This is an optimization exercise on Yosys and OpenROAD, whose aim is small area, a short achievable clock period and few clock cycles per item, not a production implementation. RTL that was checked went through simulation tests only; none was proved equivalent to the original. No functional check of the RTL was part of run 3. No activity file was given, so power comes from the tool's default toggle rates.

==> flow/config.mk <==
export PLATFORM = sky130hd
export DESIGN_NAME = pulse_width_autobaud_detector
export DESIGN_NICKNAME = pulse_width_autobaud_detector
export VERILOG_FILES = /design/flow/design.v
export SDC_FILE = /design/flow/constraint.sdc
export NUM_CORES = 4
export LEC_CHECK = 0
export ABC_AREA = 1
export CAP_MARGIN = 20
export CORE_MARGIN = 2
export CORE_UTILIZATION = 50
export SETUP_SLACK_MARGIN = 3.0
export SLEW_MARGIN = 20
==> flow/constraint.sdc <==
create_clock -name core_clock -period 5.5 [get_ports {clk}]
set_input_delay 1.1000 -clock core_clock [delete_from_list [all_inputs] [get_ports {clk}]]
set_output_delay 1.1000 -clock core_clock [all_outputs]
set_load 0.01 [all_outputs]
==> flow/design.v <==
`timescale 1ns / 1ps
package pwad_pkg;
    localparam int OPCODE_W  = 2;
    localparam int PULSE_W   = 16;
    localparam int OUTCOME_W = 4;
    localparam int BIN_W     = 5;
    localparam int DIV_W     = 16;
    localparam int CFG_IDX_W = 3;
    localparam int CFG_DAT_W = 16;
    localparam int CNT_W     = 16;
    localparam int ITER_W    = 8;
    localparam logic [CNT_W-1:0] CNT_MAX = 16'hFFFF;
    localparam logic [OPCODE_W-1:0] OP_PULSE = 2'd0;
    localparam logic [OPCODE_W-1:0] OP_START = 2'd1;
    localparam logic [OPCODE_W-1:0] OP_ABORT = 2'd2;
    localparam logic [OUTCOME_W-1:0] OC_IGNORED   = 4'd0;
    localparam logic [OUTCOME_W-1:0] OC_REJECTED  = 4'd1;
    localparam logic [OUTCOME_W-1:0] OC_SHORTEST  = 4'd2;
    localparam logic [OUTCOME_W-1:0] OC_MATCHED   = 4'd3;
    localparam logic [OUTCOME_W-1:0] OC_UNMATCHED = 4'd4;
    localparam logic [OUTCOME_W-1:0] OC_STARTED   = 4'd5;
    localparam logic [OUTCOME_W-1:0] OC_ABORTED   = 4'd6;
    localparam logic [OUTCOME_W-1:0] OC_SUCCESS   = 4'd7;
    localparam logic [OUTCOME_W-1:0] OC_FAIL      = 4'd8;
    localparam logic [CFG_IDX_W-1:0] CFG_MIN_WIDTH   = 3'd0;
    localparam logic [CFG_IDX_W-1:0] CFG_MAX_WIDTH   = 3'd1;
    localparam logic [CFG_IDX_W-1:0] CFG_COUNT_LIM   = 3'd2;
    localparam logic [CFG_IDX_W-1:0] CFG_UNMATCH_LIM = 3'd3;
    localparam logic [CFG_IDX_W-1:0] CFG_ITER_LIM    = 3'd4;
    localparam logic [PULSE_W-1:0] RST_MIN_WIDTH   = 16'd53;
    localparam logic [PULSE_W-1:0] RST_MAX_WIDTH   = 16'd40000;
    localparam logic [CNT_W-1:0]   RST_COUNT_LIM   = 16'd512;
    localparam logic [CNT_W-1:0]   RST_UNMATCH_LIM = 16'd112;
    localparam logic [ITER_W-1:0]  RST_ITER_LIM    = 8'd16;
endpackage
`timescale 1ns / 1ps
import pwad_pkg::*;
module pwad_datapath
(
    input  logic [15:0] w,
    input  logic        none,    
    input  logic [15:0] lo,
    input  logic [16:0] hi,
    input  logic [17:0] hi3,     
    output logic [2:0]  g,
    output logic        over,    
    output logic [15:0] base_h,  
    output logic [5:0]  lo_le    
);
    function automatic logic cout24(input logic [23:0] a, input logic [23:0] b, input logic cin);
        logic [23:0] g0, p0;
        logic [11:0] g1, p1;
        logic [5:0]  g2, p2;
        logic [2:0]  g3, p3;
        g0 = a & b;
        p0 = a | b;
        g0[0] = g0[0] | (p0[0] & cin);
        for (int i = 0; i < 12; i++)
        begin
            g1[i] = g0[2*i+1] | (p0[2*i+1] & g0[2*i]);
            p1[i] = p0[2*i+1] & p0[2*i];
        end
        for (int i = 0; i < 6; i++)
        begin
            g2[i] = g1[2*i+1] | (p1[2*i+1] & g1[2*i]);
            p2[i] = p1[2*i+1] & p1[2*i];
        end
        for (int i = 0; i < 3; i++)
        begin
            g3[i] = g2[2*i+1] | (p2[2*i+1] & g2[2*i]);
            p3[i] = p2[2*i+1] & p2[2*i];
        end
        cout24 = g3[2] | (p3[2] & (g3[1] | (p3[1] & g3[0])));
    endfunction
    function automatic logic gt24(input logic [23:0] a, input logic [23:0] b);
        gt24 = cout24(a, ~b, 1'b0);
    endfunction
    function automatic logic ge24(input logic [23:0] a, input logic [23:0] b);
        ge24 = cout24(a, ~b, 1'b1);
    endfunction
    function automatic logic sign24(input logic [23:0] x, input logic [23:0] y);
        sign24 = x[23] ^ y[23] ^ cout24({x[22:0], 1'b0}, {y[22:0], 1'b0}, 1'b0);
    endfunction
    function automatic logic gt3(input logic [23:0] a, input logic [23:0] b, input logic [23:0] c);
        logic [23:0] nb, nc, s, cy;
        nb = ~b;
        nc = ~c;
        s  = a ^ nb ^ nc;
        cy = {(a[22:0] & nb[22:0]) | (a[22:0] & nc[22:0]) | (nb[22:0] & nc[22:0]), 1'b1};
        gt3 = !sign24(s, cy);
    endfunction
    function automatic logic ge3(input logic [23:0] a, input logic [23:0] b, input logic [23:0] c);
        logic [23:0] na, s, cy;
        na = ~a;
        s  = b ^ c ^ na;
        cy = {(b[22:0] & c[22:0]) | (b[22:0] & na[22:0]) | (c[22:0] & na[22:0]), 1'b0};
        ge3 = sign24(s, cy);
    endfunction
    logic [21:0] wx;
    logic        c1, c2, c3, c4;
    assign wx = {6'd0, w};
    assign c1   = !none && gt24({2'd0, wx}, {5'd0, hi, 2'd0});
    assign c2   = !none && gt24({2'd0, wx}, {4'd0, hi, 3'd0});
    assign c3   = !none && gt24({2'd0, wx}, {4'd0, hi3, 2'd0});
    assign c4   = !none && gt24({2'd0, wx}, {3'd0, hi, 4'd0});
    assign over = !none && gt3({2'd0, wx}, {3'd0, hi, 4'd0}, {5'd0, hi, 2'd0});
    assign lo_le[0] = ge24({8'd0, w}, {8'd0, lo});
    assign lo_le[1] = ge24({8'd0, w}, {7'd0, lo, 1'b0});
    assign lo_le[2] = ge3({8'd0, w}, {7'd0, lo, 1'b0}, {8'd0, lo});
    assign lo_le[3] = ge24({8'd0, w}, {6'd0, lo, 2'b0});
    assign lo_le[4] = ge3({8'd0, w}, {6'd0, lo, 2'b0}, {8'd0, lo});
    assign lo_le[5] = ge3({8'd0, w}, {6'd0, lo, 2'b0}, {7'd0, lo, 1'b0});
    logic [3:0] sel;
    assign sel    = {c4, c3 && !c4, c2 && !c3, c1 && !c2};
    assign g      = {c4, c2 && !c4, sel[0] || sel[2]};
    assign base_h = ({16{sel[0]}} & {hi[13:0], 2'd0}) |
                    ({16{sel[1]}} & {hi[12:0], 3'd0}) |
                    ({16{sel[2]}} & {hi3[13:0], 2'd0}) |
                    ({16{sel[3]}} & {hi[11:0], 4'd0});
endmodule
module pwad_fine
(
    input  logic [15:0] w,
    input  logic [15:0] base_h,
    input  logic [2:0]  g,
    input  logic        over,
    input  logic [5:0]  lo_le,
    input  logic [16:0] hi,
    input  logic [17:0] hi3,
    output logic        matched,
    output logic [4:0]  bin
);
    function automatic logic cout24(input logic [23:0] a, input logic [23:0] b, input logic cin);
        logic [23:0] g0, p0;
        logic [11:0] g1, p1;
        logic [5:0]  g2, p2;
        logic [2:0]  g3, p3;
        g0 = a & b;
        p0 = a | b;
        g0[0] = g0[0] | (p0[0] & cin);
        for (int i = 0; i < 12; i++)
        begin
            g1[i] = g0[2*i+1] | (p0[2*i+1] & g0[2*i]);
            p1[i] = p0[2*i+1] & p0[2*i];
        end
        for (int i = 0; i < 6; i++)
        begin
            g2[i] = g1[2*i+1] | (p1[2*i+1] & g1[2*i]);
            p2[i] = p1[2*i+1] & p1[2*i];
        end
        for (int i = 0; i < 3; i++)
        begin
            g3[i] = g2[2*i+1] | (p2[2*i+1] & g2[2*i]);
            p3[i] = p2[2*i+1] & p2[2*i];
        end
        cout24 = g3[2] | (p3[2] & (g3[1] | (p3[1] & g3[0])));
    endfunction
    function automatic logic gt24(input logic [23:0] a, input logic [23:0] b);
        gt24 = cout24(a, ~b, 1'b0);
    endfunction
    function automatic logic ge24(input logic [23:0] a, input logic [23:0] b);
        ge24 = cout24(a, ~b, 1'b1);
    endfunction
    function automatic logic sign24(input logic [23:0] x, input logic [23:0] y);
        sign24 = x[23] ^ y[23] ^ cout24({x[22:0], 1'b0}, {y[22:0], 1'b0}, 1'b0);
    endfunction
    function automatic logic gt3(input logic [23:0] a, input logic [23:0] b, input logic [23:0] c);
        logic [23:0] nb, nc, s, cy;
        nb = ~b;
        nc = ~c;
        s  = a ^ nb ^ nc;
        cy = {(a[22:0] & nb[22:0]) | (a[22:0] & nc[22:0]) | (nb[22:0] & nc[22:0]), 1'b1};
        gt3 = !sign24(s, cy);
    endfunction
    function automatic logic ge3(input logic [23:0] a, input logic [23:0] b, input logic [23:0] c);
        logic [23:0] na, s, cy;
        na = ~a;
        s  = b ^ c ^ na;
        cy = {(b[22:0] & c[22:0]) | (b[22:0] & na[22:0]) | (c[22:0] & na[22:0]), 1'b0};
        ge3 = sign24(s, cy);
    endfunction
    logic e1, e2, e3, lo_ok;
    logic [1:0] f1;
    assign e1 = gt3({8'd0, w}, {8'd0, base_h}, {7'd0, hi});
    assign e2 = gt3({8'd0, w}, {8'd0, base_h}, {6'd0, hi, 1'b0});
    assign e3 = gt3({8'd0, w}, {8'd0, base_h}, {6'd0, hi3});
    assign f1      = {1'b0, e1} + {1'b0, e2} + {1'b0, e3};
    always_comb
    begin
        case (g)
            3'd0:    lo_ok = e3 ? lo_le[3] : e2 ? lo_le[2] : e1 ? lo_le[1] : lo_le[0];
            3'd1:    lo_ok = e2 || (e1 ? lo_le[5] : lo_le[4]);
            default: lo_ok = 1'b1;
        endcase
    end
    assign matched = !over && lo_ok;
    assign bin     = {g[2:0], f1};
endmodule
`timescale 1ns / 1ps
import pwad_pkg::*;
module pulse_width_autobaud_detector
#(
    parameter int NUM_BINS   = 20,
    parameter int WIDTH_BITS = 16
)
(
    input  logic                 clk,
    input  logic                 rst_n,
    input  logic                 pulse_valid,
    output logic                 pulse_ready,
    input  logic [OPCODE_W-1:0]  pulse_opcode,
    input  logic [PULSE_W-1:0]   pulse_width,
    output logic                 result_valid,
    input  logic                 result_ready,
    output logic [OUTCOME_W-1:0] result_outcome,
    output logic [BIN_W-1:0]     result_bin_index,
    output logic [DIV_W-1:0]     result_divisor,
    output logic                 result_engaged,
    input  logic                 cfg_we,
    input  logic [CFG_IDX_W-1:0] cfg_index,
    input  logic [CFG_DAT_W-1:0] cfg_data
);
    function automatic logic cout24(input logic [23:0] a, input logic [23:0] b, input logic cin);
        logic [23:0] g0, p0;
        logic [11:0] g1, p1;
        logic [5:0]  g2, p2;
        logic [2:0]  g3, p3;
        g0 = a & b;
        p0 = a | b;
        g0[0] = g0[0] | (p0[0] & cin);
        for (int i = 0; i < 12; i++)
        begin
            g1[i] = g0[2*i+1] | (p0[2*i+1] & g0[2*i]);
            p1[i] = p0[2*i+1] & p0[2*i];
        end
        for (int i = 0; i < 6; i++)
        begin
            g2[i] = g1[2*i+1] | (p1[2*i+1] & g1[2*i]);
            p2[i] = p1[2*i+1] & p1[2*i];
        end
        for (int i = 0; i < 3; i++)
        begin
            g3[i] = g2[2*i+1] | (p2[2*i+1] & g2[2*i]);
            p3[i] = p2[2*i+1] & p2[2*i];
        end
        cout24 = g3[2] | (p3[2] & (g3[1] | (p3[1] & g3[0])));
    endfunction
    function automatic logic gt24(input logic [23:0] a, input logic [23:0] b);
        gt24 = cout24(a, ~b, 1'b0);
    endfunction
    function automatic logic ge24(input logic [23:0] a, input logic [23:0] b);
        ge24 = cout24(a, ~b, 1'b1);
    endfunction
    function automatic logic sign24(input logic [23:0] x, input logic [23:0] y);
        sign24 = x[23] ^ y[23] ^ cout24({x[22:0], 1'b0}, {y[22:0], 1'b0}, 1'b0);
    endfunction
    function automatic logic gt3(input logic [23:0] a, input logic [23:0] b, input logic [23:0] c);
        logic [23:0] nb, nc, s, cy;
        nb = ~b;
        nc = ~c;
        s  = a ^ nb ^ nc;
        cy = {(a[22:0] & nb[22:0]) | (a[22:0] & nc[22:0]) | (nb[22:0] & nc[22:0]), 1'b1};
        gt3 = !sign24(s, cy);
    endfunction
    function automatic logic ge3(input logic [23:0] a, input logic [23:0] b, input logic [23:0] c);
        logic [23:0] na, s, cy;
        na = ~a;
        s  = b ^ c ^ na;
        cy = {(b[22:0] & c[22:0]) | (b[22:0] & na[22:0]) | (c[22:0] & na[22:0]), 1'b0};
        ge3 = sign24(s, cy);
    endfunction
    logic [PULSE_W-1:0]  min_reg, max_reg;
    logic [CNT_W-1:0]    count_lim_reg, unmatch_lim_reg;
    logic [ITER_W-1:0]   iter_lim_reg;
    logic                active_reg;
    logic                short_none;
    logic [15:0]         short_reg;
    logic [15:0]         lo_reg;         
    logic [16:0]         hi_reg;         
    logic [CNT_W-1:0]    total_reg, unm_reg;
    logic                unm_pend;       
    logic [ITER_W-1:0]   att_reg;
    logic                stall_reg;
    logic [16:0]         hi_d;
    logic [17:0]         hi3_d;
    logic                b1_valid, b1_bin, b1_retry, b1_eng;
    logic [OUTCOME_W-1:0] b1_oc;
    logic [15:0]         b1_w;
    logic                b2_valid, b2_bin, b2_cnt, b2_eng, b2_over;
    logic [OUTCOME_W-1:0] b2_oc;
    logic [15:0]         b2_w, b2_base_h;
    logic [2:0]          b2_g;
    logic [5:0]          b2_lo_le;
    logic                out_valid;
    logic [OUTCOME_W-1:0] out_outcome;
    logic [BIN_W-1:0]    out_bin_index;
    logic                out_succ;
    logic                out_engaged;
    always_ff @(posedge clk or negedge rst_n)
    begin
        if (!rst_n)
        begin
            min_reg         <= RST_MIN_WIDTH;
            max_reg         <= RST_MAX_WIDTH;
            count_lim_reg   <= RST_COUNT_LIM;
            unmatch_lim_reg <= RST_UNMATCH_LIM;
            iter_lim_reg    <= RST_ITER_LIM;
        end
        else if (cfg_we)
        begin
            case (cfg_index)
                CFG_MIN_WIDTH:   min_reg         <= cfg_data;
                CFG_MAX_WIDTH:   max_reg         <= cfg_data;
                CFG_COUNT_LIM:   count_lim_reg   <= cfg_data;
                CFG_UNMATCH_LIM: unmatch_lim_reg <= cfg_data;
                CFG_ITER_LIM:    iter_lim_reg    <= cfg_data[ITER_W-1:0];
                default: ;
            endcase
        end
    end
    logic adv, accept;
    assign adv         = !out_valid || result_ready;
    assign pulse_ready = adv && !stall_reg;
    assign accept      = pulse_valid && pulse_ready;
    logic [15:0] w;
    logic        is_start, is_abort, is_pulse;
    logic        decide, unm_ok, att_le1;
    logic        a_succ, a_fail, a_retry, a_go, out_range, below;
    logic        a_rej, a_short, a_bin;
    logic [OUTCOME_W-1:0] a_oc;
    logic        a_eng;
    logic [CNT_W-1:0] total_inc;
    logic [18:0] w7;
    assign w = pulse_width;
    assign is_start  = (pulse_opcode == OP_START);
    assign is_abort  = (pulse_opcode == OP_ABORT);
    assign is_pulse  = (pulse_opcode == OP_PULSE) && active_reg;
    assign decide    = gt24({8'd0, total_reg}, {8'd0, count_lim_reg});
    assign unm_ok    = ge24({8'd0, unmatch_lim_reg}, {8'd0, unm_reg});
    assign att_le1   = (att_reg <= 8'd1);
    assign a_succ    = is_pulse && decide && unm_ok;
    assign a_fail    = is_pulse && decide && !unm_ok && att_le1;
    assign a_retry   = is_pulse && decide && !unm_ok && !att_le1;
    assign a_go      = is_pulse && !(decide && (unm_ok || att_le1));
    assign out_range = gt24({8'd0, min_reg}, {8'd0, w}) || gt24({8'd0, w}, {8'd0, max_reg});
    assign below     = decide ? (w != 16'hFFFF) : gt24({8'd0, lo_reg}, {8'd0, w});
    assign a_rej     = a_go && out_range;
    assign a_short   = a_go && !out_range && below;
    assign a_bin     = a_go && !out_range && !below;
    always_comb
    begin
        a_oc  = OC_IGNORED;
        a_eng = active_reg;
        if (is_start)
        begin
            a_oc  = OC_STARTED;
            a_eng = 1'b1;
        end
        else if (is_abort)
        begin
            a_oc  = OC_ABORTED;
            a_eng = 1'b0;
        end
        else if (a_succ)
        begin
            a_oc  = OC_SUCCESS;
            a_eng = 1'b0;
        end
        else if (a_fail)
        begin
            a_oc  = OC_FAIL;
            a_eng = 1'b0;
        end
        else if (a_rej)
            a_oc = OC_REJECTED;
        else if (a_short)
            a_oc = OC_SHORTEST;
        else if (a_bin)
            a_oc = OC_MATCHED;
    end
    assign total_inc = (total_reg == CNT_MAX) ? CNT_MAX : total_reg + 1'b1;
    assign w7        = {w, 3'd0} - {3'd0, w};
    always_ff @(posedge clk or negedge rst_n)
    begin
        if (!rst_n)
        begin
            active_reg <= 1'b0;
            short_none <= 1'b1;
            lo_reg     <= 16'hFFFF;
            hi_reg     <= 17'h0FFFF;
            total_reg  <= '0;
            att_reg    <= '0;
        end
        else if (accept)
        begin
            active_reg <= a_eng;
            if (a_short)
            begin
                short_none <= 1'b0;
                lo_reg     <= w7[18:3];
                hi_reg     <= {1'b0, w} + {5'd0, w[15:4]};
            end
            else if (is_start || a_retry)
            begin
                short_none <= 1'b1;
                lo_reg     <= 16'hFFFF;
                hi_reg     <= 17'h0FFFF;
            end
            if (is_start || a_short || (a_retry && a_rej))
                total_reg <= '0;
            else if (a_bin)
                total_reg <= a_retry ? 16'd1 : total_inc;
            if (is_start)
                att_reg <= iter_lim_reg;
            else if (a_retry)
                att_reg <= att_reg - 1'b1;
            else if (a_fail)
                att_reg <= '0;
        end
    end
    always_ff @(posedge clk)
    begin
        if (accept && a_short)
            short_reg <= w;
    end
    logic b2_match, b2_unmatched;
    logic a_clr, b_pending, succ_pending;
    assign b2_unmatched = adv && b2_valid && b2_cnt && !b2_match;
    assign a_clr        = is_start || a_retry || a_short;
    assign succ_pending = adv ? ((accept && a_succ) || (b1_valid && b1_oc == OC_SUCCESS))
                              : ((b1_valid && b1_oc == OC_SUCCESS) || (b2_valid && b2_oc == OC_SUCCESS));
    assign b_pending    = adv ? ((accept && is_pulse) || (b1_valid && b1_bin) || (b2_valid && b2_bin))
                              : ((b1_valid && b1_bin) || (b2_valid && b2_bin));
    always_ff @(posedge clk or negedge rst_n)
    begin
        if (!rst_n)
        begin
            unm_reg   <= '0;
            unm_pend  <= 1'b0;
            stall_reg <= 1'b0;
        end
        else
        begin
            if (accept && a_clr)
            begin
                unm_reg  <= '0;
                unm_pend <= 1'b0;
            end
            else
            begin
                if (unm_pend && unm_reg != CNT_MAX)
                    unm_reg <= unm_reg + 1'b1;
                unm_pend <= b2_unmatched;
            end
            stall_reg <= (b_pending && ge24({8'd0, total_reg}, {8'd0, count_lim_reg})) || succ_pending;
        end
    end
    always_ff @(posedge clk)
    begin
        if (adv)
        begin
            hi_d  <= hi_reg;
            hi3_d <= {hi_reg, 1'b0} + {1'b0, hi_reg};    
        end
    end
    logic [2:0]  s1_g;
    logic        s1_over;
    logic [15:0] s1_base_h;
    logic [5:0]  s1_lo_le;
    pwad_datapath u_coarse (
        .w      (b1_w),
        .none   (b1_retry),
        .lo     (lo_reg),
        .hi     (hi_d),
        .hi3    (hi3_d),
        .g      (s1_g),
        .over   (s1_over),
        .base_h (s1_base_h),
        .lo_le  (s1_lo_le)
    );
    logic [4:0] b2_binidx;
    pwad_fine u_fine (
        .w       (b2_w),
        .base_h  (b2_base_h),
        .g       (b2_g),
        .over    (b2_over),
        .lo_le   (b2_lo_le),
        .hi      (hi_d),
        .hi3     (hi3_d),
        .matched (b2_match),
        .bin     (b2_binidx)
    );
    always_ff @(posedge clk or negedge rst_n)
    begin
        if (!rst_n)
        begin
            b1_valid  <= 1'b0;
            b2_valid  <= 1'b0;
            out_valid <= 1'b0;
        end
        else if (adv)
        begin
            b1_valid  <= accept;
            b2_valid  <= b1_valid;
            out_valid <= b2_valid;
        end
    end
    always_ff @(posedge clk)
    begin
        if (adv)
        begin
            b1_oc     <= a_oc;
            b1_bin    <= a_bin;
            b1_retry  <= a_retry;
            b1_eng    <= a_eng;
            b1_w      <= w;
            b2_oc     <= b1_oc;
            b2_bin    <= b1_bin;
            b2_cnt    <= b1_bin && !(accept && a_clr);
            b2_eng    <= b1_eng;
            b2_w      <= b1_w;
            b2_g      <= s1_g;
            b2_over   <= s1_over;
            b2_base_h <= s1_base_h;
            b2_lo_le  <= s1_lo_le;
            out_outcome   <= b2_bin ? (b2_match ? OC_MATCHED : OC_UNMATCHED) : b2_oc;
            out_bin_index <= (b2_bin && b2_match) ? b2_binidx : 5'd0;
            out_succ      <= !b2_bin && b2_oc == OC_SUCCESS;
            out_engaged   <= b2_eng;
        end
    end
    assign result_valid     = out_valid;
    assign result_outcome   = out_outcome;
    assign result_bin_index = out_bin_index;
    assign result_divisor   = {16{out_succ}} & (short_reg | {16{short_none}});
    assign result_engaged   = out_engaged;
endmodule
==> flow/run.sh <==
#!/bin/bash
# synth_recipe.tcl (not shown) runs the flow's synth.tcl, then flattens the netlist and writes it again
# the make line also repeats each setting of config.mk as NAME=value (left out here)
make -C /OpenROAD-flow-scripts/flow DESIGN_CONFIG=/design/flow/config.mk WORK_HOME=/design/flow/orfs CLKGATE_MAP_FILE= SYNTH_SCRIPT=/design/flow/synth_recipe.tcl finish
==> results.json, run 1 <==
{
  "synth_top_cell_by_area": "sky130_fd_sc_hd__edfxtp_1",
  "routedLengthMet1_um": 28100,
  "timing.critical_path.mode_cell": "sky130_fd_sc_hd__nor2_1",
  "worst_path_max_delay_cell": "sky130_fd_sc_hd__dfstp_4",
  "power_report.internal_total_mw": 6.75,
  "synth-async-reset-ratio_pct": 53.7,
  "postRouteWirelength_um": 69200,
  "netlist.area_leader.share_pct": 19.0,
  "crit_chain": "buf_12 > nor2_1 > nor2_1 > buf_2",
  "share_clk_of_total_power_pct": 19.4,
  "core_region_area_um2": 40900,
  "yosysUniqueCellTypes": 63,
  "yosys_warnings": 3,
  "start_util_pct": 50.7,
  "fin_skew_ns": 0.0300,
  "syn_avg_cell_area_um2": 7.96,
  "peakVddDrop_v": 0.000262,
  "leakagePower_nw": 12.3,
  "synthToLayoutAreaGrowth_pct": 33.2,
  "routed.top_layer": "met4",
  "hpwlAfterDp_um": 45400,
  "layout_min_cycle_time_ns": 2.73,
  "post_synth_instance_area_um2": 20800,
  "power_frac_comb_pct": 51.5,
  "critPathMaxStageDelay_ns": 0.65,
  "grt_start_max_net_pins": 80,
  "number_of_nets_in_the_synthesized_netlist": 2838,
  "grt_pass1_wl_um": 105000,
  "critPathBufInv": 2,
  "die_x_um": 208,
  "ff2ff_setup_slack_ns": 2.78,
  "ioPinCount": 70,
  "maxCapViolations": 0,
  "antenna_violating_nets_post_route": 0,
  "post-synth-top-count-cell": "sky130_fd_sc_hd__nand2_1",
  "dominant_cells_by_area_after_synthesis": "sky130_fd_sc_hd__edfxtp_1, sky130_fd_sc_hd__dfrtp_1, sky130_fd_sc_hd__nand2_1",
  "commonest_register_cell_after_synthesis": "sky130_fd_sc_hd__edfxtp_1",
  "globalRoute.totalOverflow": 0,
  "power.sequential.fraction_pct": 29.0,
  "post-route-period-util_pct": 49.7,
  "sw_frac_of_total_pct": 42.8,
  "first_global_vias": 19274,
  "number_of_enable_type_register_cells_in_the_synthesized_netlist": 131,
  "synthesis.instances": 2608,
  "synth_sequential_area_ratio_pct": 37.6,
  "synth_seq_cells": 283,
  "met2_wirelength_um": 33800,
  "min_path_type": "reg2reg",
  "drt_drc_violations_left": 0,
  "power-per-cell-area_nw_per_um2": 426,
  "rsz0062_at_grt": "yes",
  "fin_worst_hold_slack_ns": 0.438,
  "criticalPathCategory": "reg2out",
  "cp_data_required_time_ns": 4.40,
  "detailedRoute.firstPassIterationCount": 6,
  "via_per_inst": 5.66,
  "worst-path-max-fanout": 9,
  "run_status": "finished clean",
  "start_kind": "flop",
  "area_of_the_die_um2": 43200,
  "h_tree_depth": 2,
  "numClockSinks": 283,
  "globalRouteTotalUtil_pct": 30.9,
  "setup_tns_ns": 0,
  "clk_pin_slew_worst_paths_ns": 0.06,
  "cts_inserted_buffers": 35,
  "power_switching_mw": 5.04,
  "max_slew.worst_pin.slew_ns": 0.766,
  "netlist_top_cells_count": "sky130_fd_sc_hd__nand2_1, sky130_fd_sc_hd__inv_1, sky130_fd_sc_hd__nor2_1, sky130_fd_sc_hd__o21ai_0, sky130_fd_sc_hd__a21oi_1",
  "final-max-slew-violation-count": 0,
  "worstSetupEndpointType": "output pin",
  "antenna_found_initial": 0,
  "worstPathArrival_ns": 1.63,
  "cts_tree": "yes",
  "cp_top_family": "flip-flops",
  "dr_wl_met3_um": 4000,
  "timing.slew.headroom_pct": 48.9,
  "routability_congestion": 0.918,
  "total_number_of_nets_in_the_final_design": 3183,
  "cts.root.buffer_cell": "sky130_fd_sc_hd__clkbuf_16",
  "cts_max_path_buffers": 3,
  "y_dimension_of_the_die_um": 208,
  "final_layout_size_suffix_gt1_share_pct": 28.6,
  "routedWlPerCell_um": 19.7,
  "dr_total_vias": 19884,
  "fmax_mhz": 366,
  "hold_viol_final": 0,
  "dr.first_iter.drc_count": 1310,
  "std_cell_rows": 74,
  "timing.final.setup_violations": 0,
  "io_buf_count": 69,
  "clkLatencyLatePin_ns": 0.56
}
==> routing by layer <==
layer | track usage (%) | up-vias
met4 | 12.9 | 0
li1 | - | 9397
met3 | 3.54 | 178
met1 | 39.6 | 9602
met2 | 53.3 | 707
met5 | 0 | -
==> power by group through the flow <==
stage | logic, mW | registers (mW) | clock network (mW)
CTS | 5.54 | 3.40 | 2.33
finish | 6.07 | 3.42 | 2.29
global placement | 4.36 | 3.61 | 0
detailed placement | 4.48 | 3.62 | 0
global route | 6.75 | 3.48 | 2.40
floorplan | 3.28 | 3.37 | 0
==> layout make-up <==
| class | count | area [um2] |
|---|---|---|
| Clock inverter | 16 | 154 |
| Multi-Input combinational cell | 1917 | 13300 |
| Fill cell | 3320 | 13300 |
| Antenna cell | 1 | 2.50 |
| Timing Repair Buffer | 350 | 3300 |
| Tap cell | 532 | 666 |
| Inverter | 366 | 1520 |
| Sequential cell | 283 | 7810 |
| Clock buffer | 46 | 957 |
==> layout by cell type (no fill, tap or decap), types with 59 or more instances in the layout <==
| cell type | netlist | routed |
|---|---|---|
| sky130_fd_sc_hd__a21oi_1 | 145 | 99 |
| sky130_fd_sc_hd__buf_4 | 2 | 206 |
| sky130_fd_sc_hd__buf_6 | 5 | 59 |
| sky130_fd_sc_hd__dfrtp_1 | 105 | 103 |
| sky130_fd_sc_hd__edfxtp_1 | 131 | 131 |
| sky130_fd_sc_hd__fa_1 | 100 | 95 |
| sky130_fd_sc_hd__ha_1 | 88 | 66 |
| sky130_fd_sc_hd__inv_1 | 337 | 285 |
| sky130_fd_sc_hd__nand2_1 | 624 | 543 |
| sky130_fd_sc_hd__nand2_2 | 4 | 69 |
| sky130_fd_sc_hd__nand3_1 | 140 | 104 |
| sky130_fd_sc_hd__nor2_1 | 251 | 205 |
| sky130_fd_sc_hd__o21ai_0 | 208 | 160 |
==> kinds of logic (layout without fill, tap and decap cells) <==
kind of cell	Yosys count	count (layout)	share of synthesized area (%)
buffers and inverters	421	778	7.91
adder cells (fa/ha/maj)	188	188	14.9
AO/OA/AOI/OAI	529	529	14.5
flip-flops	283	283	37.6
XOR/XNOR	51	51	2.15
other	0	1	0
AND/OR/NAND/NOR	1136	1149	23.0
==> path summary, 6_finish.rpt <==
kind,startpoint,cells after the start,to
max,short_none$_DFFE_PN1P_,4,result_divisor[4]
min,b1_eng$_DFFE_PN_,0,b2_eng$_DFFE_PN_
max reg2reg,b2_base_h[13]$_DFFE_PN_,13,out_bin_index[0]$_SDFFCE_PN0N_
min reg2reg,b1_eng$_DFFE_PN_,0,b2_eng$_DFFE_PN_
max in group asynchronous,rst_n,2,total_reg[7]$_DFFE_PN0P_
min in group asynchronous,rst_n,1,max_reg[4]$_DFFE_PN0P_
==> per-stage QoR <==
| stage | area (um2) | setup WS (ns) | power (mW) | utilization [%] | cells |
|---|---|---|---|---|---|
| after floorplan | 21200 | 2.16 | 6.66 | - | 2608 |
| after global placement | 22300 | 0.864 | 7.97 | 54.4 | 3164 |
| after detailed placement | 22300 | 0.773 | 8.11 | 54.4 | 3164 |
| after CTS | 25900 | 2.67 | 11.3 | 63.3 | 3427 |
| after global routing | 27700 | 2.66 | 12.6 | 67.6 | 3510 |
| final | 27700 | 2.77 | 11.8 | 67.6 | 3511 |
==> what timing repair did <==
item | in CTS | in global routing
cloned | 9 | 8
setup endpoints to repair | 263 | 164
buffers inserted | 192 | 73
gates resized for setup | 456 | 267
hold buffers | 0 | 0
pin swaps | 119 | 145
Testbench counts, summed over its fixed seeds: cycles 12,910, items 12,800.
==> run 2: changes to the inputs <==
--- a/flow/config.mk
+++ b/flow/config.mk
@@ -11,3 +11,3 @@
 export CORE_UTILIZATION = 50
-export SETUP_SLACK_MARGIN = 3.0
+export SETUP_SLACK_MARGIN = 2.5
 export SLEW_MARGIN = 20
==> results.json, run 2 <==
{
  "finish.instance_area_um2": 24500,
  "synthesis.instances": 2608,
  "start_util_pct": 50.7,
  "final_common_cell": "sky130_fd_sc_hd__nand2_1",
  "cts.root.buffer_cell": "sky130_fd_sc_hd__clkbuf_16",
  "routedWlPerCell_um": 18.6,
  "synth_seq_cells": 283,
  "worst_r2r_path_depth": 13,
  "yosysUniqueCellTypes": 63,
  "criticalPathCategory": "reg2out",
  "cts_max_path_buffers": 3,
  "max_slew.worst_pin.slew_ns": 1.12,
  "fin_skew_ns": 0.0215,
  "hpwlAfterDp_um": 45100,
  "worstPathArrival_ns": 1.86,
  "sw_frac_of_total_pct": 41.4,
  "netlist.area_leader.share_pct": 19.0,
  "h_tree_depth": 2,
  "final_layout_size_suffix_gt1_share_pct": 13.2,
  "drt_drc_violations_left": 0,
  "worstReg2RegStart": "hi_d[2]$_DFFE_PN_",
  "dr.first_iter.drc_count": 1275,
  "leakagePower_nw": 11.3,
  "maxCapViolations": 0,
  "postRouteWirelength_um": 62000,
  "share_clk_of_total_power_pct": 22.2,
  "dr_total_vias": 18627,
  "post-synth-top-count-cell": "sky130_fd_sc_hd__nand2_1",
  "antenna_cells_inserted": 0,
  "clkLatencyLatePin_ns": 0.55,
  "y_dimension_of_the_die_um": 208,
  "antenna_found_initial": 0,
  "synth_top_cell_by_area": "sky130_fd_sc_hd__edfxtp_1",
  "power-per-cell-area_nw_per_um2": 439,
  "power_frac_comb_pct": 45.6,
  "grt_pass1_wl_um": 97400,
  "numClockSinks": 283,
  "timing.slew.headroom_pct": 24.8,
  "n_fill_cell": 3717,
  "peakVddDrop_v": 0.000268,
  "cts_hold_repair.buffers": 0,
  "clk_pin_slew_worst_paths_ns": 0.06,
  "synthToLayoutAreaGrowth_pct": 17.9,
  "detailedRoute.firstPassIterationCount": 6,
  "globalRouteTotalUtil_pct": 28.5,
  "timing.final.setup_violations": 0,
  "commonest_register_cell_after_synthesis": "sky130_fd_sc_hd__edfxtp_1",
  "synth-async-reset-ratio_pct": 53.7,
  "area_of_the_die_um2": 43200,
  "holdPathStages": 0,
  "dominant_cells_by_area_after_synthesis": "sky130_fd_sc_hd__edfxtp_1, sky130_fd_sc_hd__dfrtp_1, sky130_fd_sc_hd__nand2_1",
  "run_status": "finished clean",
  "worstSetupEndpointType": "output pin",
  "ioPinCount": 70,
  "hold_viol_final": 0,
  "worst-path-max-fanout": 5,
  "globalRoute.totalOverflow": 0,
  "rsz0062_at_grt": "no",
  "power_switching_mw": 4.45,
  "power_report.internal_total_mw": 6.29,
  "fmax_mhz": 338,
  "number_of_enable_type_register_cells_in_the_synthesized_netlist": 131,
  "post-route-period-util_pct": 53.8,
  "antenna_violating_nets_post_route": 0,
  "first_global_vias": 18209,
  "netlist_top_cells_count": "sky130_fd_sc_hd__nand2_1, sky130_fd_sc_hd__inv_1, sky130_fd_sc_hd__nor2_1, sky130_fd_sc_hd__o21ai_0, sky130_fd_sc_hd__a21oi_1",
  "holdPathEnd": "out_engaged$_DFFE_PN_",
  "via_per_inst": 5.58,
  "die_x_um": 208,
  "fin_total_pwr_mw": 10.7,
  "number_of_nets_in_the_synthesized_netlist": 2838,
  "holdCritStartpoint": "b2_eng$_DFFE_PN_",
  "yosys_warnings": 3,
  "detailed_place.area_um2": 22000,
  "start_kind": "flop",
  "grt_start_max_net_pins": 90,
  "routability_congestion": 0.952,
  "cts_inserted_buffers": 34,
  "layout_min_cycle_time_ns": 2.96,
  "ff2ff_setup_slack_ns": 2.59,
  "cts_tree": "yes",
  "final-max-slew-violation-count": 0,
  "total_number_of_nets_in_the_final_design": 3009,
  "layout_common_cells": "sky130_fd_sc_hd__nand2_1, sky130_fd_sc_hd__inv_1, sky130_fd_sc_hd__nor2_1",
  "min_path_type": "reg2reg",
  "post_synth_instance_area_um2": 20800,
  "syn_avg_cell_area_um2": 7.96,
  "synth_sequential_area_ratio_pct": 37.6,
  "core_region_area_um2": 40900,
  "critical_path.reg2reg.endpoint": "b2_over$_DFFE_PN_",
  "std_cell_rows": 74,
  "io_buf_count": 69,
  "power.sequential.fraction_pct": 32.3,
  "cp_data_required_time_ns": 4.40,
  "setup_tns_ns": 0
}
-- run 2: power groups by stage --
| stage | clock network, mW | logic, mW | registers, mW |
|---|---|---|---|
| final | 2.38 | 4.90 | 3.47 |
| after global routing | 2.50 | 5.58 | 3.54 |
| after CTS | 2.43 | 4.70 | 3.48 |
| after detailed placement | 0 | 4.42 | 3.62 |
| after global placement | 0 | 4.31 | 3.61 |
| after floorplan | 0 | 3.20 | 3.37 |
-- run 2: worst max-delay path: stages, from the launching register on --
cell and delay, ns:
sky130_fd_sc_hd__dfstp_4 0.62, sky130_fd_sc_hd__buf_4 0.16, sky130_fd_sc_hd__buf_12 0.12, sky130_fd_sc_hd__nor2_1 0.04, sky130_fd_sc_hd__nor2_1 0.09, sky130_fd_sc_hd__dlygate4sd2_1 0.27
-- run 2: layout make-up --
cell class                 count  area, um2  share of cell area (%)
multi-input combinational   1907      11700                    47.8
sequential                   283       7800                    31.9
timing repair buffer         186       1690                    6.89
inverter                     366       1430                    5.84
clock buffer                  55       1090                    4.47
tap                          532        666                    2.72
clock inverter                 7       96.3                   0.394
timing repair inverter         1       5.00                  0.0204
-- run 2: cells by family after synthesis --
logic type,after synthesis,synth area share [%]
compound gates,529,14.5
xor+xnor,51,2.15
fa+ha+maj,188,14.9
buf+inv,421,7.91
flops,283,37.6
simple gates,1136,23.0
-- run 2: routing by layer --
metal  track usage [%]  vias up  part of all wire [%]
met5                 0        -                     0
met3              3.49      120                   5.0
met2              49.7      510                    50
met4              10.7        0                   3.8
li1                  -     9019                     -
met1              36.5     8978                    42
-- run 2: worst max-delay path by stage --
stage	slack, ns	endpoint	start	depth (start not counted)
3_3_place_gp	1.09	lo_reg[12]$_DFFE_PN1P_	pulse_width[11]	14
4_1_cts	2.49	result_divisor[6]	short_none$_DFFE_PN1P_	5
6_report	2.54	result_divisor[4]	short_none$_DFFE_PN1P_	5
5_1_grt	2.49	out_bin_index[0]$_SDFFCE_PN0N_	b2_base_h[14]$_DFFE_PN_	15
2_1_floorplan	2.16	b1_bin$_DFFE_PN_	result_ready	2
3_5_place_dp	0.99	lo_reg[0]$_DFFE_PN1P_	pulse_width[5]	15
-- run 2: timing repair --
item,CTS,global route
pin swaps,9,29
gates cloned,5,1
endpoints found under the setup margin,130,120
resized for setup,99,104
buffers inserted,53,48
-- run 2: through the flow --
stage	worst slack (ns)	instances	util (%)	hold WS, ns
finish	2.54	3337	59.8	0.427
global route	2.49	3337	59.8	0.436
floorplan	2.16	2608	-	0.400
global placement	1.09	3167	53.7	0.403
detailed placement	0.993	3167	53.7	0.408
CTS	2.49	3287	58.4	0.426
==> run 3: changes to the inputs <==
--- a/flow/design.v
+++ b/flow/design.v
@@ -43,3 +43,2 @@
     input  logic [16:0] hi,
-    input  logic [17:0] hi3,     
     output logic [2:0]  g,
@@ -103,6 +102,6 @@
     assign c2   = !none && gt24({2'd0, wx}, {4'd0, hi, 3'd0});
-    assign c3   = !none && gt24({2'd0, wx}, {4'd0, hi3, 2'd0});
+    assign c3   = !none && gt3({2'd0, wx}, {3'd0, hi, 3'd0}, {5'd0, hi, 2'd0});
     assign c4   = !none && gt24({2'd0, wx}, {3'd0, hi, 4'd0});
     assign over = !none && gt3({2'd0, wx}, {3'd0, hi, 4'd0}, {5'd0, hi, 2'd0});
-    assign lo_le[0] = ge24({8'd0, w}, {8'd0, lo});
+    assign lo_le[0] = none ? (w == 16'hFFFF) : ge24({8'd0, w}, {8'd0, lo});
     assign lo_le[1] = ge24({8'd0, w}, {7'd0, lo, 1'b0});
@@ -112,3 +111,5 @@
     assign lo_le[5] = ge3({8'd0, w}, {6'd0, lo, 2'b0}, {7'd0, lo, 1'b0});
-    logic [3:0] sel;
+    logic [3:0]  sel;
+    logic [15:0] hi12;
+    assign hi12   = {hi[12:0], 3'd0} + {hi[13:0], 2'd0};
     assign sel    = {c4, c3 && !c4, c2 && !c3, c1 && !c2};
@@ -117,3 +118,3 @@
                     ({16{sel[1]}} & {hi[12:0], 3'd0}) |
-                    ({16{sel[2]}} & {hi3[13:0], 2'd0}) |
+                    ({16{sel[2]}} & hi12) |
                     ({16{sel[3]}} & {hi[11:0], 4'd0});
@@ -285,6 +286,3 @@
     logic [17:0]         hi3_d;
-    logic                b1_valid, b1_bin, b1_retry, b1_eng;
-    logic [OUTCOME_W-1:0] b1_oc;
-    logic [15:0]         b1_w;
-    logic                b2_valid, b2_bin, b2_cnt, b2_eng, b2_over;
+    logic                b2_valid, b2_bin, b2_eng, b2_over;
     logic [OUTCOME_W-1:0] b2_oc;
@@ -427,8 +425,6 @@
     logic a_clr, b_pending, succ_pending;
-    assign b2_unmatched = adv && b2_valid && b2_cnt && !b2_match;
+    assign b2_unmatched = adv && b2_valid && b2_bin && !b2_match;
     assign a_clr        = is_start || a_retry || a_short;
-    assign succ_pending = adv ? ((accept && a_succ) || (b1_valid && b1_oc == OC_SUCCESS))
-                              : ((b1_valid && b1_oc == OC_SUCCESS) || (b2_valid && b2_oc == OC_SUCCESS));
-    assign b_pending    = adv ? ((accept && is_pulse) || (b1_valid && b1_bin) || (b2_valid && b2_bin))
-                              : ((b1_valid && b1_bin) || (b2_valid && b2_bin));
+    assign succ_pending = adv ? (accept && a_succ) : (b2_valid && b2_oc == OC_SUCCESS);
+    assign b_pending    = adv ? ((accept && is_pulse) || (b2_valid && b2_bin)) : (b2_valid && b2_bin);
     always_ff @(posedge clk or negedge rst_n)
@@ -470,7 +466,6 @@
     pwad_datapath u_coarse (
-        .w      (b1_w),
-        .none   (b1_retry),
+        .w      (w),
+        .none   (a_retry),
         .lo     (lo_reg),
-        .hi     (hi_d),
-        .hi3    (hi3_d),
+        .hi     (hi_reg),
         .g      (s1_g),
@@ -496,3 +491,2 @@
         begin
-            b1_valid  <= 1'b0;
             b2_valid  <= 1'b0;
@@ -502,4 +496,3 @@
         begin
-            b1_valid  <= accept;
-            b2_valid  <= b1_valid;
+            b2_valid  <= accept;
             out_valid <= b2_valid;
@@ -511,12 +504,6 @@
         begin
-            b1_oc     <= a_oc;
-            b1_bin    <= a_bin;
-            b1_retry  <= a_retry;
-            b1_eng    <= a_eng;
-            b1_w      <= w;
-            b2_oc     <= b1_oc;
-            b2_bin    <= b1_bin;
-            b2_cnt    <= b1_bin && !(accept && a_clr);
-            b2_eng    <= b1_eng;
-            b2_w      <= b1_w;
+            b2_oc     <= a_oc;
+            b2_bin    <= a_bin;
+            b2_eng    <= a_eng;
+            b2_w      <= w;
             b2_g      <= s1_g;
==> results.json, run 3 <==
{
  "first_global_vias": 18440,
  "crit_chain": "clkbuf_2 > clkinvlp_4 > buf_4 > buf_6 > fa_1 > inv_1 > a211oi_2 > nand2_1 > o211ai_1 > a31oi_2",
  "power_report.internal_total_mw": 4.28,
  "n_fill_cell": 3779,
  "cp_data_required_time_ns": 5.80,
  "synthToLayoutAreaGrowth_pct": 18.1,
  "synth_top_cell_by_area": "sky130_fd_sc_hd__edfxtp_1",
  "worst-path-max-fanout": 7,
  "io_buf_count": 69,
  "layout_common_cells": "sky130_fd_sc_hd__nand2_1, sky130_fd_sc_hd__inv_1, sky130_fd_sc_hd__nor2_1",
  "postRouteWirelength_um": 62200,
  "ff2ff_setup_slack_ns": 2.62,
  "multi_input_comb_area_um2": 12500,
  "number_of_nets_in_the_synthesized_netlist": 2914,
  "antenna_cells_inserted": 0,
  "min_path_type": "reg2reg",
  "netlist.area_leader.share_pct": 15.3,
  "netlist_top_cells_count": "sky130_fd_sc_hd__nand2_1, sky130_fd_sc_hd__inv_1, sky130_fd_sc_hd__nor2_1, sky130_fd_sc_hd__o21ai_0, sky130_fd_sc_hd__a21oi_1",
  "timing.final.setup_violations": 0,
  "power.sequential.fraction_pct": 38.3,
  "yosysUniqueCellTypes": 69,
  "number_of_enable_type_register_cells_in_the_synthesized_netlist": 107,
  "seqCellArea_um2": 7100,
  "numClockSinks": 258,
  "worstReg2RegStart": "hi_reg[10]$_DFFE_PN1P_",
  "detailed_place.area_um2": 22200,
  "dominant_cells_by_area_after_synthesis": "sky130_fd_sc_hd__edfxtp_1, sky130_fd_sc_hd__dfrtp_1, sky130_fd_sc_hd__nand2_1",
  "maxCapViolations": 0,
  "power-per-cell-area_nw_per_um2": 269,
  "total_number_of_nets_in_the_final_design": 3113,
  "sw_frac_of_total_pct": 35.9,
  "power_frac_comb_pct": 32.2,
  "fin_skew_ns": 0.0135,
  "antenna_violating_nets_post_route": 0,
  "worstPathArrival_ns": 3.23,
  "holdCritStartpoint": "b2_eng$_DFFE_PN_",
  "start_kind": "primary input",
  "critPathMaxStageDelay_ns": 0.54,
  "final-max-slew-violation-count": 0,
  "globalRouteTotalUtil_pct": 28.6,
  "cts_inserted_buffers": 30,
  "synth_sequential_area_ratio_pct": 33.6,
  "numPlacedInstances": 3206,
  "h_tree_depth": 1,
  "ioPinCount": 70,
  "max_slew.worst_pin.slew_ns": 1.09,
  "commonest_register_cell_after_synthesis": "sky130_fd_sc_hd__edfxtp_1",
  "leakagePower_nw": 11.4,
  "clkLatencyLatePin_ns": 0.59,
  "post_synth_instance_area_um2": 21000,
  "criticalPathCategory": "in2reg",
  "timing.slew.headroom_pct": 27.4,
  "area_of_the_die_um2": 43600,
  "globalRoute.totalOverflow": 0,
  "share_clk_of_total_power_pct": 29.5,
  "worstSetupEndpointType": "flop",
  "finish.instance_area_um2": 24800,
  "worst_path_max_delay_cell": "sky130_fd_sc_hd__fa_1",
  "stdcell_count": 3388,
  "y_dimension_of_the_die_um": 209,
  "std_cell_rows": 75,
  "clk_pin_slew_worst_paths_ns": 0.06,
  "routability_congestion": 0.922,
  "run_status": "finished clean",
  "post-route-period-util_pct": 53.3,
  "power_switching_mw": 2.39,
  "dr.first_iter.drc_count": 1271,
  "cts_tree": "yes",
  "routedWlPerCell_um": 18.3,
  "synthesis.instances": 2627,
  "detailedRoute.firstPassIterationCount": 5,
  "fmax_mhz": 341,
  "setup_tns_ns": 0,
  "peakVddDrop_v": 0.000237,
  "hpwlAfterDp_um": 44200,
  "antenna_found_initial": 0,
  "rsz0062_at_grt": "yes",
  "final_layout_size_suffix_gt1_share_pct": 15.2,
  "synth-async-reset-ratio_pct": 58.5,
  "fin_worst_hold_slack_ns": 0.419,
  "final_common_cell": "sky130_fd_sc_hd__nand2_1",
  "post-synth-top-count-cell": "sky130_fd_sc_hd__nand2_1",
  "hold_viol_final": 0,
  "layout_min_cycle_time_ns": 2.93,
  "worst_setup_path_startpoint": "pulse_width[11]",
  "start_util_pct": 50.3,
  "die_x_um": 209,
  "drt_drc_violations_left": 0,
  "yosys_warnings": 3,
  "grt_pass1_wl_um": 98200,
  "cts_max_path_buffers": 3,
  "syn_avg_cell_area_um2": 7.98,
  "synth_seq_cells": 258,
  "core_region_area_um2": 41700,
  "dr_total_vias": 18645,
  "via_per_inst": 5.50,
  "grt_start_max_net_pins": 84,
  "cts.root.buffer_cell": "sky130_fd_sc_hd__clkbuf_16"
}
-- run 3: kinds of logic (layout without fill, tap and decap cells) --
| group | count (synthesis) | after routing | share of synthesized area [%] |
|---|---|---|---|
| fa+ha+maj | 245 | 245 | 18.7 |
| simple gates | 1135 | 1138 | 23.1 |
| xor+xnor | 51 | 51 | 2.13 |
| compound gates | 509 | 509 | 14.2 |
| flops | 258 | 258 | 33.6 |
| buf+inv | 429 | 648 | 8.26 |
-- run 3: critical path: cells and delay by family --
family / cells / cell delay (ns)
adders and majority gates: 1 / 0.54
and+or+nand+nor: 1 / 0.08
buffers and inverters: 5 / 0.72
AOI/OAI and AO/OA: 3 / 0.78
-- run 3: area by class of cell --
| type | instances | share of cell area [%] |
|---|---|---|
| multi-input cells | 1943 | 50.5 |
| flip-flops and latches | 258 | 28.7 |
| repair buffers | 215 | 7.90 |
| inverters | 374 | 6.22 |
| clock buffers | 39 | 3.29 |
| well taps | 539 | 2.72 |
| clock inverters | 16 | 0.601 |
| repair inverters | 4 | 0.0809 |
-- run 3: power by group through the flow --
| stage | sequential, mW | clock, mW | combinational [mW] |
|---|---|---|---|
| floorplan | 2.52 | 0 | 1.39 |
| global placement | 2.59 | 0 | 1.92 |
| detailed placement | 2.60 | 0 | 1.97 |
| CTS | 2.57 | 2.01 | 2.04 |
| global route | 2.59 | 2.08 | 2.44 |
| finish | 2.55 | 1.97 | 2.15 |
-- run 3: worst paths after layout --
path / end / cells after the start
setup reg to reg: b2_over$_DFFE_PN_ / 11
hold reg to reg: out_engaged$_DFFE_PN_ / 0
max in group asynchronous: short_none$_DFFE_PN1P_ / 2
setup / recovery: b2_lo_le[2]$_DFFE_PN_ / 10
min in group asynchronous: active_reg$_DFFE_PN0P_ / 1
hold / removal: out_engaged$_DFFE_PN_ / 0
-- run 3: what timing repair did --
action,4_1_cts,5_1_grt
pin swaps,14,13
setup buffers,53,65
cloned,5,3
hold buffers,0,0
gates resized for setup,137,105
setup endpoints to repair,133,123
-- run 3: per-layer routing --
metal / global-route usage (%) / wire length [um] / share of wire, % / up-vias
li1: - / - / - / 9092
met1: 34.8 / 25600 / 41 / 8943
met2: 51.0 / 30900 / 50 / 449
met3: 2.93 / 2370 / 3.8 / 161
met4: 13.4 / 3250 / 5.2 / 0
met5: 0 / 0 / 0 / -
-- run 3: metrics by stage --
| stage | total power, mW | utilization, % | setup slack (ns) |
|---|---|---|---|
| floorplan | 3.91 | - | 2.50 |
| global route | 7.11 | 59.4 | 2.44 |
| detailed placement | 4.57 | 53.4 | 0.898 |
| global placement | 4.51 | 53.4 | 0.958 |
| finish | 6.67 | 59.4 | 2.57 |
| CTS | 6.61 | 57.5 | 2.51 |
==> run 4: changes to the inputs <==
--- a/flow/design.v
+++ b/flow/design.v
@@ -185,4 +185,4 @@
     assign e1 = gt3({8'd0, w}, {8'd0, base_h}, {7'd0, hi});
-    assign e2 = gt3({8'd0, w}, {8'd0, base_h}, {6'd0, hi, 1'b0});
-    assign e3 = gt3({8'd0, w}, {8'd0, base_h}, {6'd0, hi3});
+    assign e2 = e1 && gt3({8'd0, w}, {8'd0, base_h}, {6'd0, hi, 1'b0});
+    assign e3 = e1 && gt3({8'd0, w}, {8'd0, base_h}, {6'd0, hi3});
     assign f1      = {1'b0, e1} + {1'b0, e2} + {1'b0, e3};
@@ -284,4 +284,3 @@
     logic                stall_reg;
-    logic [16:0]         hi_d;
-    logic [17:0]         hi3_d;
+    logic [17:0]         hi3_d;          
     logic                b2_valid, b2_bin, b2_eng, b2_over;
@@ -454,9 +453,3 @@
     always_ff @(posedge clk)
-    begin
-        if (adv)
-        begin
-            hi_d  <= hi_reg;
-            hi3_d <= {hi_reg, 1'b0} + {1'b0, hi_reg};    
-        end
-    end
+        hi3_d <= {hi_reg, 1'b0} + {1'b0, hi_reg};
     logic [2:0]  s1_g;
@@ -482,3 +475,3 @@
         .lo_le   (b2_lo_le),
-        .hi      (hi_d),
+        .hi      (hi_reg),
         .hi3     (hi3_d),
--- a/flow/config.mk
+++ b/flow/config.mk
@@ -11,3 +11,3 @@
 export CORE_UTILIZATION = 50
-export SETUP_SLACK_MARGIN = 2.5
+export SETUP_SLACK_MARGIN = 2.3
 export SLEW_MARGIN = 20
==> results.json, run 4 <==
{
  "final_layout_size_suffix_gt1_share_pct": 11.9,
  "core_region_area_um2": 39600,
  "maxCapViolations": 0,
  "netlist.area_leader.share_pct": 13.0,
  "number_of_nets_in_the_synthesized_netlist": 2865,
  "grt_start_max_net_pins": 95,
  "stdcell_count": 3292,
  "worst-path-max-fanout": 7,
  "final-max-slew-violation-count": 0,
  "post-synth-top-count-cell": "sky130_fd_sc_hd__nand2_1",
  "peakVddDrop_v": 0.000274,
  "critical_path.reg2reg.endpoint": "b2_base_h[11]$_DFFE_PN_",
  "multi_input_comb_area_um2": 12200,
  "post_synth_instance_area_um2": 20100,
  "worst_setup_path_startpoint": "short_none$_DFFE_PN1P_",
  "h_tree_depth": 1,
  "fin_total_pwr_mw": 6.67,
  "clk_pin_slew_worst_paths_ns": 0.06,
  "power-per-cell-area_nw_per_um2": 284,
  "area_of_the_die_um2": 41800,
  "synth-async-reset-ratio_pct": 62.4,
  "hold_viol_final": 0,
  "numPlacedInstances": 3148,
  "syn_avg_cell_area_um2": 7.79,
  "ff2ff_setup_slack_ns": 2.48,
  "seqCellArea_um2": 6440,
  "y_dimension_of_the_die_um": 204,
  "synth_seq_cells": 242,
  "via_per_inst": 5.55,
  "grt_pass1_wl_um": 96000,
  "numClockSinks": 242,
  "worstReg2RegStart": "hi_reg[12]$_DFFE_PN1P_",
  "setup_tns_ns": 0,
  "worstPathArrival_ns": 2.06,
  "antenna_violating_nets_post_route": 0,
  "commonest_register_cell_after_synthesis": "sky130_fd_sc_hd__dfrtp_1",
  "layout_min_cycle_time_ns": 3.16,
  "cts_hold_repair.buffers": 0,
  "postRouteWirelength_um": 61000,
  "cts_tree": "yes",
  "dominant_cells_by_area_after_synthesis": "sky130_fd_sc_hd__dfrtp_1, sky130_fd_sc_hd__nand2_1, sky130_fd_sc_hd__fa_1",
  "run_status": "finished clean",
  "drt_drc_violations_left": 0,
  "worstSetupEndpointType": "output pin",
  "first_global_vias": 18093,
  "synthesis.instances": 2578,
  "cp_data_required_time_ns": 4.40,
  "cts_inserted_buffers": 29,
  "criticalPathCategory": "reg2out",
  "hpwlAfterDp_um": 43000,
  "cts_max_path_buffers": 3,
  "synthToLayoutAreaGrowth_pct": 17.0,
  "start_util_pct": 50.6,
  "clkLatencyLatePin_ns": 0.58,
  "timing.final.setup_violations": 0,
  "max_slew.worst_pin.slew_ns": 0.967,
  "routability_congestion": 0.898,
  "routedWlPerCell_um": 18.5,
  "cts.root.buffer_cell": "sky130_fd_sc_hd__clkbuf_16",
  "timing.critical_path.to": "result_divisor[13]",
  "number_of_flip_flops_in_the_largest_register": 18,
  "start_kind": "flop",
  "fin_skew_ns": 0.0183,
  "timing.slew.headroom_pct": 35.5,
  "number_of_enable_type_register_cells_in_the_synthesized_netlist": 73,
  "dr.first_iter.drc_count": 1172,
  "n_fill_cell": 3665,
  "timing.critical_path.mode_cell": "sky130_fd_sc_hd__nor2_1",
  "globalRoute.totalOverflow": 0,
  "io_buf_count": 69,
  "globalRouteTotalUtil_pct": 29.4,
  "ioPinCount": 70,
  "std_cell_rows": 73,
  "min_path_type": "reg2reg",
  "yosys_warnings": 3,
  "netlist_top_cells_count": "sky130_fd_sc_hd__nand2_1, sky130_fd_sc_hd__inv_1, sky130_fd_sc_hd__nor2_1, sky130_fd_sc_hd__o21ai_0, sky130_fd_sc_hd__a21oi_1",
  "crit_chain": "buf_12 > nor2_1 > nor2_1 > clkdlybuf4s50_1",
  "synth_top_cell_by_area": "sky130_fd_sc_hd__dfrtp_1",
  "detailedRoute.firstPassIterationCount": 5,
  "total_number_of_nets_in_the_final_design": 3031,
  "yosysUniqueCellTypes": 73,
  "post-route-period-util_pct": 57.5,
  "final_common_cell": "sky130_fd_sc_hd__nand2_1",
  "synth_sequential_area_ratio_pct": 31.8,
  "worst_r2r_path_depth": 14,
  "layout_common_cells": "sky130_fd_sc_hd__nand2_1, sky130_fd_sc_hd__inv_1, sky130_fd_sc_hd__nor2_1",
  "dr_total_vias": 18265,
  "leakagePower_nw": 11.0,
  "critPathMaxStageDelay_ns": 0.67,
  "rsz0062_at_grt": "no",
  "post-route-util_pct": 59.3,
  "fmax_mhz": 316,
  "antenna_found_initial": 0,
  "die_x_um": 204,
  "worst_path_max_delay_cell": "sky130_fd_sc_hd__dfstp_4"
}
==> run 4: cell types whose count changed after synthesis, moves of 5 or more <==
cell	before	now
sky130_fd_sc_hd__inv_1	343	333
sky130_fd_sc_hd__a22oi_2	12	2
sky130_fd_sc_hd__a22oi_1	3	16
sky130_fd_sc_hd__buf_6	11	6
sky130_fd_sc_hd__clkbuf_1	25	20
sky130_fd_sc_hd__or2_2	7	15
sky130_fd_sc_hd__nor3b_1	6	1
sky130_fd_sc_hd__a21oi_2	10	1
sky130_fd_sc_hd__o21ai_2	7	2
sky130_fd_sc_hd__nor2_1	257	269
sky130_fd_sc_hd__inv_2	29	14
sky130_fd_sc_hd__edfxtp_1	107	73
sky130_fd_sc_hd__dfxtp_1	0	18
sky130_fd_sc_hd__nor3_1	48	43
==> run 4: timing repair <==
action / in CTS / in global routing
resized for setup: 67 / 61
endpoints found under the hold margin: 0 / 0
gates cloned: 3 / 2
endpoints found under the setup margin: 128 / 113
pin swaps: 8 / 7
buffers inserted: 51 / 34
==> run 4: worst min path at each step <==
stage	startpoint	endpoint	slack [ns]	cells after the start
after floorplan	b2_eng$_DFFE_PN_	out_engaged$_DFFE_PN_	0.40	0
after global placement	b2_eng$_DFFE_PN_	out_engaged$_DFFE_PN_	0.40	0
after detailed placement	b2_eng$_DFFE_PN_	out_engaged$_DFFE_PN_	0.41	0
after CTS	b2_eng$_DFFE_PN_	out_engaged$_DFFE_PN_	0.42	0
after global routing	b2_eng$_DFFE_PN_	out_engaged$_DFFE_PN_	0.45	0
final	b2_eng$_DFFE_PN_	out_engaged$_DFFE_PN_	0.43	0
==> run 4: per-stage QoR <==
| stage | instance area [um2] | worst slack (ns) | hold slack [ns] |
|---|---|---|---|
| 6_report | 23500 | 2.34 | 0.425 |
| 5_1_grt | 23500 | 2.27 | 0.447 |
| 4_1_cts | 23000 | 2.31 | 0.425 |
| 3_5_place_dp | 21300 | 0.737 | 0.410 |
| 3_3_place_gp | 21300 | 0.802 | 0.403 |
| 2_1_floorplan | 20100 | 2.30 | 0.400 |
==> run 4: critical path, delay by kind of cell, from the launching register on <==
family        cells  cell delay [ns]
flops             1             0.67
buf+inv           2             0.67
simple gates      2             0.14
==> run 4: where the power goes <==
| part | leakage (nW) | switching (mW) | internal, mW |
|---|---|---|---|
| combinational | 7.81 | 1.37 | 0.881 |
| sequential | 2.74 | 0.253 | 2.16 |
| clock | 0.486 | 0.814 | 1.19 |
| total | 11.0 | 2.44 | 4.23 |
==> run 4: cells by family (layout without fill, tap and decap cells) <==
| kind of cell | Yosys count | after routing | synth area share [%] |
|---|---|---|---|
| adder cells (fa/ha/maj) | 245 | 245 | 19.5 |
| AO/OA/AOI/OAI | 494 | 494 | 14.1 |
| flip-flops | 242 | 242 | 31.8 |
| AND/OR/NAND/NOR | 1141 | 1143 | 24.2 |
| buffers and inverters | 402 | 588 | 8.07 |
| XOR/XNOR | 54 | 54 | 2.36 |
| other | 0 | 1 | 0 |
==> run 4: layer usage <==
layer	wire length [um]	global-route usage, %	vias to the layer above
met3	3130	2.55	145
met2	30400	52.5	506
met1	24300	35.9	8798
li1	-	-	8816
met4	3070	13.1	0
met5	0	0	-
==> run 4: layout make-up <==
class,instances,area share (%)
multi-input combinational,1936,52.0
sequential,242,27.4
timing repair buffer,182,7.31
inverter,351,6.09
clock buffer,37,3.47
tap,525,2.80
clock inverter,16,0.756
timing repair inverter,2,0.0799
antenna,1,0.0107
Testbench counts of run 4, summed over its fixed seeds: cycles 12,873, items 12,800.
==> run 5: changes to the inputs <==
--- a/flow/config.mk
+++ b/flow/config.mk
@@ -11,3 +11,3 @@
 export CORE_UTILIZATION = 50
-export SETUP_SLACK_MARGIN = 2.3
+export SETUP_SLACK_MARGIN = 2.5
 export SLEW_MARGIN = 20
==> results.json, run 5 <==
{
  "run_status": "finished clean",
  "cts_inserted_buffers": 29,
  "power_frac_comb_pct": 35.3,
  "sw_frac_of_total_pct": 37.1,
  "antenna_cells_inserted": 0,
  "number_of_nets_in_the_synthesized_netlist": 2865,
  "start_kind": "primary input",
  "clk_pin_slew_worst_paths_ns": 0.06,
  "timing.critical_path.mode_cell": "sky130_fd_sc_hd__nand2_1",
  "fmax_mhz": 342,
  "postRouteWirelength_um": 60900,
  "power.sequential.fraction_pct": 36.4,
  "number_of_flip_flops_in_the_largest_register": 18,
  "clkLatencyLatePin_ns": 0.58,
  "core_region_area_um2": 39600,
  "rsz0062_at_grt": "yes",
  "synth-async-reset-ratio_pct": 62.4,
  "maxCapViolations": 0,
  "grt_start_max_net_pins": 100,
  "critPathMaxStageDelay_ns": 0.49,
  "netlist_top_cells_count": "sky130_fd_sc_hd__nand2_1, sky130_fd_sc_hd__inv_1, sky130_fd_sc_hd__nor2_1, sky130_fd_sc_hd__o21ai_0, sky130_fd_sc_hd__a21oi_1",
  "dr_total_vias": 18398,
  "power_report.internal_total_mw": 4.16,
  "synthToLayoutAreaGrowth_pct": 19.0,
  "dr.first_iter.drc_count": 1250,
  "detailedRoute.firstPassIterationCount": 5,
  "min_path_type": "reg2reg",
  "fin_total_pwr_mw": 6.62,
  "share_clk_of_total_power_pct": 28.4,
  "routability_congestion": 0.896,
  "routedWlPerCell_um": 18.3,
  "crit_chain": "clkbuf_4 > buf_12 > fa_1 > or2_4 > o21ai_2 > o211ai_1 > a21oi_1 > nand2_1 > nand2_1 > nand2_2 > nor3_4 > buf_6 > buf_12 > nand2_1 > nand4_1",
  "y_dimension_of_the_die_um": 204,
  "dominant_cells_by_area_after_synthesis": "sky130_fd_sc_hd__dfrtp_1, sky130_fd_sc_hd__nand2_1, sky130_fd_sc_hd__fa_1",
  "numClockSinks": 242,
  "antenna_violating_nets_post_route": 0,
  "worstPathArrival_ns": 3.36,
  "globalRouteTotalUtil_pct": 29.8,
  "globalRouteMet2Util_pct": 52.8,
  "drt_drc_violations_left": 0,
  "layout_common_cells": "sky130_fd_sc_hd__nand2_1, sky130_fd_sc_hd__inv_1, sky130_fd_sc_hd__nor2_1",
  "yosys_warnings": 3,
  "cts_max_path_buffers": 3,
  "hold_viol_final": 0,
  "std_cell_rows": 73,
  "worst-path-max-fanout": 7,
  "total_number_of_nets_in_the_final_design": 3060,
  "timing.slew.headroom_pct": 32.4,
  "holdPathStages": 0,
  "worst_r2r_path_depth": 12,
  "layout_min_cycle_time_ns": 2.92,
  "ff2ff_setup_slack_ns": 2.58,
  "yosysUniqueCellTypes": 73,
  "first_global_vias": 18459,
  "cp_data_required_time_ns": 5.93,
  "max_slew.worst_pin.slew_ns": 1.01,
  "commonest_register_cell_after_synthesis": "sky130_fd_sc_hd__dfrtp_1",
  "area_of_the_die_um2": 41800,
  "final_common_cell": "sky130_fd_sc_hd__nand2_1",
  "via_per_inst": 5.54,
  "cts_hold_repair.buffers": 0,
  "final_layout_size_suffix_gt1_share_pct": 14.1,
  "cts.root.buffer_cell": "sky130_fd_sc_hd__clkbuf_16",
  "fin_skew_ns": 0.0259,
  "setup_tns_ns": 0,
  "peakVddDrop_v": 0.000253,
  "post_synth_instance_area_um2": 20100,
  "globalRoute.totalOverflow": 0,
  "synthesis.instances": 2578,
  "grt-busiest-layer": "met2",
  "die_x_um": 204
}
-- run 5: cell counts after synthesis --
No cell type changed its count.
-- run 5: power groups by stage --
stage / clock, mW / sequential (mW) / combinational, mW
floorplan: 0 / 2.37 / 1.50
global placement: 0 / 2.45 / 2.05
detailed placement: 0 / 2.45 / 2.10
CTS: 1.92 / 2.41 / 2.23
global route: 1.98 / 2.44 / 2.66
finish: 1.88 / 2.41 / 2.33
-- run 5: layout make-up --
class / instances / area (um2)
fill: 3648 / 15800
multi-input combinational: 1936 / 12400
sequential: 242 / 6450
timing repair buffer: 212 / 2060
inverter: 351 / 1440
clock buffer: 47 / 875
tap: 525 / 657
clock inverter: 7 / 42.5
timing repair inverter: 1 / 7.51
-- run 5: cell families after synthesis --
| group | count (synthesis) | share of synthesized area (%) |
|---|---|---|
| flops | 242 | 31.8 |
| simple gates | 1141 | 24.2 |
| compound gates | 494 | 14.1 |
| buf+inv | 402 | 8.07 |
| fa+ha+maj | 245 | 19.5 |
| xor+xnor | 54 | 2.36 |
-- run 5: timing repair --
item,in CTS,in global routing
pin swaps,17,30
endpoints found under the setup margin,131,106
gates cloned,5,0
setup buffers,79,36
gates resized for setup,159,85
-- run 5: how the worst max path moves through the flow --
stage	start	endpoint	slack (ns)	cells after the start
after floorplan	pulse_width[3]	b2_base_h[3]$_DFFE_PN_	2.37	16
after global placement	pulse_width[15]	lo_reg[15]$_DFFE_PN1P_	1.09	15
after detailed placement	pulse_width[15]	hi_reg[12]$_DFFE_PN1P_	0.97	15
after CTS	result_ready	pulse_ready	2.50	4
after global routing	pulse_width[11]	b2_base_h[3]$_DFFE_PN_	2.39	16
final	pulse_width[14]	b2_base_h[15]$_DFFE_PN_	2.58	15
-- run 5: layer usage --
| layer | routed length (um) | vias to the layer above |
|---|---|---|
| li1 | - | 8879 |
| met1 | 24900 | 8854 |
| met2 | 30000 | 511 |
| met3 | 2830 | 154 |
| met4 | 3180 | 0 |
| met5 | 0 | - |
-- run 5: worst max-delay path, delay by kind of cell --
kind            cells  cell delay [ns]
simple gates        7             0.88
buf+inv             4             0.56
fa+ha+maj           1             0.49
compound gates      3             0.32
-- run 5: per-stage QoR --
stage          hold slack [ns]  utilization (%)  area (um2)  setup slack, ns  cells
2_1_floorplan            0.400                -       20100             2.37   2578
3_3_place_gp             0.402             53.8       21300             1.09   3147
3_5_place_dp             0.407             53.8       21300            0.971   3147
4_1_cts                  0.422             59.1       23400             2.50   3285
5_1_grt                  0.424             60.2       23900             2.39   3321
6_report                 0.420             60.2       23900             2.58   3321

what the ideal ports hide:
The flow's constraints put no driver on any port. The routed layouts listed below were extracted and timed again, unchanged, in two steps.
Step 1, drivers: a clkbuf_16 drives clk and a buf_2 each remaining input, both assumed.
Step 2 times the ports against the registers' clock, not the clock port: input delays grow and output delays shrink by t, the midpoint of the rising clock arrivals with the driver on.
a / b / c = ideal / step 1 / step 2; a / b = the first two.
| run | t (ns) | setup WS [ns] | worst register clock-pin slew, ns | pins driven straight from the clock port |
|---|---|---|---|---|
| run 1 | 0.600 | 2.767 / 2.706 / 2.245 | 0.06 / 0.06 | 1 |
| run 2 | 0.592 | 2.542 / 2.488 / 2.006 | 0.06 / 0.06 | 1 |
| run 3 | 0.638 | 2.567 / 2.544 / 1.959 | 0.07 / 0.07 | 1 |
| run 4 | 0.626 | 2.340 / 2.282 / 1.809 | 0.07 / 0.07 | 1 |
| run 5 | 0.628 | 2.579 / 2.565 / 1.984 | 0.07 / 0.07 | 1 |
After both steps every run listed still meets setup and hold. The setup slack of run 3, which loses most, moves by -0.023 ns with the drivers and by -0.608 ns with both steps.
